What follows belongs to an exercise in optimizing a design on an open flow for small area; a production flow would make more cautious choices.
Function was checked by simulation only, so behaviour that the tests miss may differ from the original.
Power and IR drop assume default switching activity.

==> flow/design.v <==
`timescale 1ns/100ps
module pcie_cfg_top (
    input  logic        clk_pcie,
    input  logic        rst,
    input  logic [63:0] i_cmd,
    input  logic        i_cmd_valid,
    output logic        o_cmd_ready,
    output logic [31:0] o_resp,
    output logic        o_resp_valid,
    input  logic        i_resp_ready,
    input  logic [63:0] i_stat,
    input  logic [31:0] i_cfg_mgmt_do,
    input  logic        i_cfg_mgmt_rd_wr_done,
    output logic [46:0] o_mgmt,
    output logic        o_cfg_mgmt_rd_en,
    output logic        o_cfg_mgmt_wr_en,
    output logic [63:0] o_cfg_dsn,
    output logic [15:0] o_pcie_id
);
    localparam logic [191:0] RW_RESET = {
        16'h0000,                        
        4'hf, 2'b00, 10'h000,            
        32'h0000_0000,                   
        64'h0000_0001_0200_0c17,         
        32'd24,                          
        16'h0000,                        
        16'h6745                         
    };
    localparam int DEPTH = 7;            
    logic [191:0] rw;
    logic         d_rd;                  
    logic         d_wr;                  
    logic         d_sp;                  
    logic         d_lo;                  
    logic [4:0]   d_off;                 
    logic [15:0]  d_mask;                
    logic [15:0]  d_val;
    logic         st_rd;                 
    logic         st_wr;                 
    logic         res_valid;
    logic         res_any;               
    logic [9:0]   res_dwaddr;
    logic [3:0]   res_byte_en;
    logic [31:0]  res_data;
    logic [15:0]  maddr [0:DEPTH-1];     
    logic [15:0]  mdata [0:DEPTH-1];     
    logic [DEPTH-1:0] wp;                
    logic [DEPTH-1:0] rp;                
    logic [2:0]   cnt;                   
    logic         pp;                    
    logic hold;
    logic accept;
    logic idle;
    assign idle        = ~st_rd & ~st_wr;
    assign hold        = rw[18] & (rw[16] | rw[17] | ~idle);
    assign o_cmd_ready = ~(cnt[2] & (cnt[1] | cnt[0])) & ~hold;
    assign accept      = i_cmd_valid & o_cmd_ready;
    always_ff @(posedge clk_pcie)
    begin
        d_rd   <= ~rst & accept & i_cmd[12];
        d_wr   <= ~rst & accept & i_cmd[13] & i_cmd[31];
        d_sp   <= i_cmd[31];
        d_lo   <= (i_cmd[30:21] == 10'd0);
        d_off  <= i_cmd[20:16];
        d_mask <= {i_cmd[39:32], i_cmd[47:40]};
        d_val  <= {i_cmd[55:48], i_cmd[63:56]};
    end
    logic done;
    logic start_ok;
    logic take_rd;
    logic take_wr;
    logic finish;
    assign done     = i_cfg_mgmt_rd_wr_done;
    assign start_ok = idle & ~done;
    assign take_rd  = start_ok & rw[16];
    assign take_wr  = start_ok & ~rw[16] & rw[17];
    assign finish   = ~idle & done;
    assign o_cfg_mgmt_rd_en = st_rd & ~done;
    assign o_cfg_mgmt_wr_en = st_wr & ~done;
    always_ff @(posedge clk_pcie)
    begin
        if (rst)
        begin
            st_rd     <= 1'b0;
            st_wr     <= 1'b0;
            res_valid <= 1'b0;
            res_any   <= 1'b0;
        end
        else
        begin
            st_rd <= take_rd | o_cfg_mgmt_rd_en;
            st_wr <= take_wr | o_cfg_mgmt_wr_en;
            if (take_rd | take_wr)
                res_valid <= 1'b0;
            else if (finish)
                res_valid <= 1'b1;
            if (finish)
                res_any <= 1'b1;
        end
    end
    always_ff @(posedge clk_pcie)
    begin
        if (finish)
        begin
            res_dwaddr  <= rw[169:160];
            res_byte_en <= rw[175:172];
            res_data    <= i_cfg_mgmt_do;
        end
    end
    logic [4:0]   off;
    logic         off_lo;                
    logic [23:0]  bsel;                  
    logic [7:0]   mask_e, mask_o;        
    logic [7:0]   val_e, val_o;
    logic [191:0] we;
    logic [191:0] wd;
    assign off    = d_off;
    assign off_lo = d_lo;
    assign mask_e = off[0] ? d_mask[15:8] : d_mask[7:0];
    assign mask_o = off[0] ? d_mask[7:0]  : d_mask[15:8];
    assign val_e  = off[0] ? d_val[15:8]  : d_val[7:0];
    assign val_o  = off[0] ? d_val[7:0]   : d_val[15:8];
    logic [27:0] dec;
    logic [27:0] sel;
    always_comb
    begin
        for (int v = 0; v < 28; v++)
            dec[v] = off_lo & (off[4:0] == 5'(v));
        sel[0] = dec[0];
        for (int b = 1; b < 28; b++)
            sel[b] = dec[b] | dec[b-1];
    end
    always_comb
    begin
        for (int b = 0; b < 24; b++)
        begin
            bsel[b] = d_wr & sel[b];
            for (int j = 0; j < 8; j++)
            begin
                we[8*b+j] = bsel[b] & ((b % 2 == 0) ? mask_e[j] : mask_o[j]);
                wd[8*b+j] = (b % 2 == 0) ? val_e[j] : val_o[j];
            end
        end
    end
    logic [191:0] en;
    logic [191:0] dd;
    always_comb
    begin
        for (int i = 0; i < 192; i++)
        begin
            en[i] = (rst | bsel[i/8]) & (rst | (((i/8) % 2 == 0) ? mask_e[i%8] : mask_o[i%8]));
            dd[i] = rst ? RW_RESET[i] : wd[i];
        end
        en[16] = rst | we[16] | take_rd;
        en[17] = rst | we[17] | take_wr;
        dd[16] = ~rst & we[16] & wd[16];
        dd[17] = ~rst & we[17] & wd[17];
    end
    always_ff @(posedge clk_pcie)
    begin
        for (int i = 0; i < 192; i++)
        begin
            if (en[i])
                rw[i] <= dd[i];
        end
    end
    assign o_cfg_dsn = rw[127:64];
    assign o_mgmt    = {rw[158:128], rw[169:160], rw[175:172], rw[170], rw[171]};
    assign o_pcie_id = i_stat[63:48];
    logic [7:0]  rob [0:27];             
    logic [27:0] rsel_rw;                
    logic [27:0] rsel_ro;                
    logic [7:0]  bx_e;                   
    logic [7:0]  bx_o;                   
    logic [15:0] rdata;
    always_comb
    begin
        rob[0]  = 8'h01;                rob[1]  = 8'h23;
        rob[2]  = {6'b0, o_cfg_mgmt_wr_en, o_cfg_mgmt_rd_en};
                                        rob[3]  = 8'h00;
        rob[4]  = 8'd28;                rob[5]  = 8'h00;
        rob[6]  = 8'h00;                rob[7]  = 8'h00;
        rob[8]  = i_stat[55:48];        rob[9]  = i_stat[63:56];
        rob[10] = i_stat[39:32];        rob[11] = i_stat[47:40];
        rob[12] = i_cfg_mgmt_do[7:0];   rob[13] = i_cfg_mgmt_do[15:8];
        rob[14] = i_cfg_mgmt_do[23:16]; rob[15] = i_cfg_mgmt_do[31:24];
        rob[16] = i_stat[23:16];        rob[17] = i_stat[31:24];
        rob[18] = i_stat[7:0];          rob[19] = i_stat[15:8];
        rob[20] = res_any ? res_dwaddr[7:0] : 8'h00;
        rob[21] = res_any ? {res_byte_en, res_valid, 1'b0, res_dwaddr[9:8]} : {4'h0, res_valid, 3'b000};
        rob[22] = 8'h00;                rob[23] = 8'h00;
        rob[24] = res_any ? res_data[7:0]   : 8'h00;
        rob[25] = res_any ? res_data[15:8]  : 8'h00;
        rob[26] = res_any ? res_data[23:16] : 8'h00;
        rob[27] = res_any ? res_data[31:24] : 8'h00;
        rsel_rw = {4'b0, dec[22], sel[22:0]} & {28{d_sp}};
        rsel_ro = {dec[26], sel[26:0]} & {28{~d_sp}};
        bx_e = 8'h00;
        bx_o = 8'h00;
        for (int b = 0; b < 28; b += 2)
        begin
            bx_e = bx_e | (rob[b] & {8{rsel_ro[b]}});
            bx_o = bx_o | (rob[b+1] & {8{rsel_ro[b+1]}});
            if (b < 24)
            begin
                bx_e = bx_e | (rw[8*b +: 8] & {8{rsel_rw[b]}});
                bx_o = bx_o | (rw[8*b+8 +: 8] & {8{rsel_rw[b+1]}});
            end
        end
        rdata = off[0] ? {bx_o, bx_e} : {bx_e, bx_o};
    end
    logic             pop;
    logic [DEPTH-1:0] ap;                
    logic [31:0]      head;
    assign o_resp_valid = (cnt != 3'd0);
    assign pop          = o_resp_valid & i_resp_ready;
    assign ap           = d_rd ? {wp[DEPTH-2:0], wp[DEPTH-1]} : wp;
    always_comb
    begin
        head = '0;
        for (int k = 0; k < DEPTH; k++)
            head = head | ({maddr[k], mdata[k]} & {32{rp[k]}});
    end
    assign o_resp = head;
    always_ff @(posedge clk_pcie)
    begin
        if (rst)
        begin
            wp  <= DEPTH'(1);
            rp  <= DEPTH'(1);
            cnt <= '0;
            pp  <= 1'b0;
        end
        else
        begin
            pp <= d_rd;
            if (d_rd)
                wp <= {wp[DEPTH-2:0], wp[DEPTH-1]};
            if (pop)
                rp <= {rp[DEPTH-2:0], rp[DEPTH-1]};
            cnt <= cnt + 3'(pp) - 3'(pop);
        end
    end
    always_ff @(posedge clk_pcie)
    begin
        for (int k = 0; k < DEPTH; k++)
        begin
            if (accept & i_cmd[12] & ap[k])
                maddr[k] <= i_cmd[31:16];
            if (d_rd & wp[k])
                mdata[k] <= rdata;
        end
    end
endmodule
Settings: LEC_CHECK=0, ABC_AREA=1, CAP_MARGIN=20, CORE_MARGIN=2, CORE_UTILIZATION=80, SLEW_MARGIN=20; clock period 5.0 ns.
standard.sh (not shown) runs the stock make flow with config.mk's settings and CLKGATE_MAP_FILE= SYNTH_SCRIPT=/design/flow/synth_recipe.tcl, a recipe that flattens the netlist after the stock synthesis.
==> flow/flow/run.sh <==
#!/bin/bash
# Own layout flow: the standard synthesis, then the combinational logic re-mapped for area
# (flip-flops kept exactly as the standard synthesis made them), then the standard ORFS layout
# with small port buffers and a clock tree of smaller buffers without dummy loads.
set -euo pipefail
HERE=$(pwd)
FLOWDIR=$HERE/flow
RES=$HERE/orfs/results/$FLOW_PLATFORM/pcie_cfg_top/base
LIB=$FLOW_HOME/platforms/$FLOW_PLATFORM/lib/sky130_fd_sc_hd__tt_025C_1v80.lib
YOSYS=$FLOW_HOME/../tools/install/yosys/bin/yosys; [[ -x $YOSYS ]] || YOSYS=yosys

# 1. Standard synthesis
bash standard.sh synth > $HERE/flow_synth.log 2>&1

# 2. Re-map the combinational logic with a few area scripts and keep the smallest result
cp $RES/1_2_yosys.v $HERE/1_2_yosys.standard.v
DONT_USE=$(sed -n '/DONT_USE_CELLS/,/^$/p' $FLOW_HOME/platforms/$FLOW_PLATFORM/config.mk | grep -o 'sky130_fd_sc_hd__[A-Za-z0-9_]*' | tr '\n' ' ')
SCRIPTS=(
  "+strash;dc2;dc2;dch,-f;amap,-F,5;topo"
  "+strash;&get,-n;&deepsyn,-T,60;&put;dch,-f;amap;topo"
  "+strash;&get,-n;&deepsyn,-T,60;&put;dch,-f;amap,-F,5;topo"
  "+strash;&get,-n;&deepsyn,-T,60,-S,7;&put;dch,-f;amap,-F,5;topo"
  "+strash;&get,-n;&deepsyn,-T,60,-S,1;&put;dch,-f;amap;topo"
  "+strash;&get,-n;&deepsyn,-T,60,-S,2;&put;dch,-f;amap;topo"
  "+strash;&get,-n;&deepsyn,-T,60,-S,3;&put;dch,-f;amap,-F,5;topo"
  "+strash;&get,-n;&deepsyn,-T,60,-S,4;&put;&get,-n;&dch,-f;&nf,-R,1000;&put;topo"
)
for i in "${!SCRIPTS[@]}"; do
  LIB=$LIB IN_V=$HERE/1_2_yosys.standard.v OUT_V=$HERE/remap_$i.v TOP=$FLOW_TOP \
    DONT_USE="$DONT_USE" ABC_OPTS="-script ${SCRIPTS[$i]}" \
    $YOSYS -c $FLOWDIR/resynth.tcl > $HERE/flow_resynth_$i.log 2>&1 &
  if (( i % ${NUM_CORES:-4} == ${NUM_CORES:-4} - 1 )); then wait; fi
done
wait
best=""; best_area=""
for i in "${!SCRIPTS[@]}"; do
  a=$(grep -o "Chip area for module.*: [0-9.]*" $HERE/remap_$i.v.stat | awk '{print $NF}' || true)
  echo "script $i area $a" >> $HERE/flow_resynth_pick.log
  if [[ -n "$a" ]] && { [[ -z "$best" ]] || awk -v a=$a -v b=$best_area 'BEGIN{exit !(a<b)}'; }; then
    best=$i; best_area=$a
  fi
done
echo "picked $best" >> $HERE/flow_resynth_pick.log
cp $HERE/remap_$best.v $RES/1_2_yosys.v
rm -f $RES/1_synth.odb $RES/1_synth.sdc

# 3. The rest of the standard layout
export BUFFER_PORTS_ARGS="-buffer_cell sky130_fd_sc_hd__buf_1"
export CTS_ARGS="-sink_clustering_enable -repair_clock_nets -dont_use_dummy_load -buf_list sky130_fd_sc_hd__clkbuf_4 -sink_clustering_size 10 -sink_clustering_max_diameter 40"
bash standard.sh > $HERE/flow_layout.log 2>&1
Other scripts of this flow, unchanged in this note and not shown: flow/flow/resynth.tcl
Next try:
--- a/flow/flow/run.sh
+++ b/flow/flow/run.sh
@@ -48,3 +48,3 @@
 export BUFFER_PORTS_ARGS="-buffer_cell sky130_fd_sc_hd__buf_1"
-export CTS_ARGS="-sink_clustering_enable -repair_clock_nets -dont_use_dummy_load -buf_list sky130_fd_sc_hd__clkbuf_4 -sink_clustering_size 10 -sink_clustering_max_diameter 40"
+export CTS_ARGS="-sink_clustering_enable -repair_clock_nets -dont_use_dummy_load -buf_list sky130_fd_sc_hd__clkbuf_4 -sink_clustering_size 10 -sink_clustering_max_diameter 35"
 bash standard.sh > $HERE/flow_layout.log 2>&1
CORE_UTILIZATION = 72   (was 80)
What happened: Critical path depth went down by 1; via count went down by 2.5%; power went up by 1.3%; worst setup slack degrades by 0.072 ns; final cell count went up by 2.8%; sequential power hardly moves; die area went up by 11%; register-to-register slack degrades by 0.07 ns; worst hold slack improves by 0.071 ns; clock-buffer cell count went up by 11.
Next try:
--- a/flow/flow/run.sh
+++ b/flow/flow/run.sh
@@ -48,3 +48,3 @@
 export BUFFER_PORTS_ARGS="-buffer_cell sky130_fd_sc_hd__buf_1"
-export CTS_ARGS="-sink_clustering_enable -repair_clock_nets -dont_use_dummy_load -buf_list sky130_fd_sc_hd__clkbuf_4 -sink_clustering_size 10 -sink_clustering_max_diameter 35"
+export CTS_ARGS="-sink_clustering_enable -repair_clock_nets -dont_use_dummy_load -buf_list sky130_fd_sc_hd__clkbuf_8 -sink_clustering_size 25 -sink_clustering_max_diameter 50"
 bash standard.sh > $HERE/flow_layout.log 2>&1
CORE_UTILIZATION = 60   (was 72)
Outcome:
- The new run completed with no timing, DRC or antenna violations
- non-clock buffer count climbs by 11
- clock skew shrinks by 0.044 ns
- die area rises by about a fifth
- hold slack gains 0.096 ns
- power rises slightly
- setup slack is better by 0.094 ns
Next try:
--- a/flow/flow/run.sh
+++ b/flow/flow/run.sh
@@ -48,3 +48,3 @@
 export BUFFER_PORTS_ARGS="-buffer_cell sky130_fd_sc_hd__buf_1"
-export CTS_ARGS="-sink_clustering_enable -repair_clock_nets -dont_use_dummy_load -buf_list sky130_fd_sc_hd__clkbuf_8 -sink_clustering_size 25 -sink_clustering_max_diameter 50"
+export CTS_ARGS="-sink_clustering_enable -repair_clock_nets -dont_use_dummy_load -buf_list sky130_fd_sc_hd__clkbuf_4 -sink_clustering_size 10 -sink_clustering_max_diameter 40"
 bash standard.sh > $HERE/flow_layout.log 2>&1
CAP_MARGIN = 10   (was 20)
CORE_UTILIZATION = 72   (was 60)
SLEW_MARGIN = 10   (was 20)
Design area is lower by 1.6%. Worst hold slack is worse by 0.12 ns. Synthesized area stays the same. First-iteration DRC count is higher by 38%. Clock skew is higher by 0.0085 ns. Combinational power is lower by about 2%. Critical path depth is lower by 2. Global-route usage is higher by 4.5 points. Wire length is lower by 3.7%. Fmax is higher by 1.3%. Clock-buffer cell count is higher by 17.

==> what the ideal ports hide <==
How much do the figures lean on ideal ports? The routed layouts below were timed once more, with nothing changed but the port constraints. Step 1: set_driving_cell puts a clkbuf_16 on clk_pcie and a buf_2 on each other input, an assumption about the parent block. Step 2, shift: input delay + t, output delay - t, t = (earliest + latest rising clock arrival at the registers) / 2. This alone moves slack from input paths to output paths. Three values: no drivers, after step 1, after step 2; two values: the first two.
run	t, ns	setup WS [ns]	slew at the worst register clock pin (ns)
the first run	0.813	1.306 / 1.306 / 1.214	0.12 / 0.12
the second run	0.736	1.234 / 1.234 / 1.234	0.11 / 0.11
the third run	0.650	1.328 / 1.328 / 1.328	0.12 / 0.12
the fourth run	0.792	1.374 / 1.374 / 1.374	0.11 / 0.11
After both steps setup and hold are still met in every run listed. The setup slack of the first run, which loses most, moves by 0.000 ns with the drivers and by -0.092 ns with both steps.
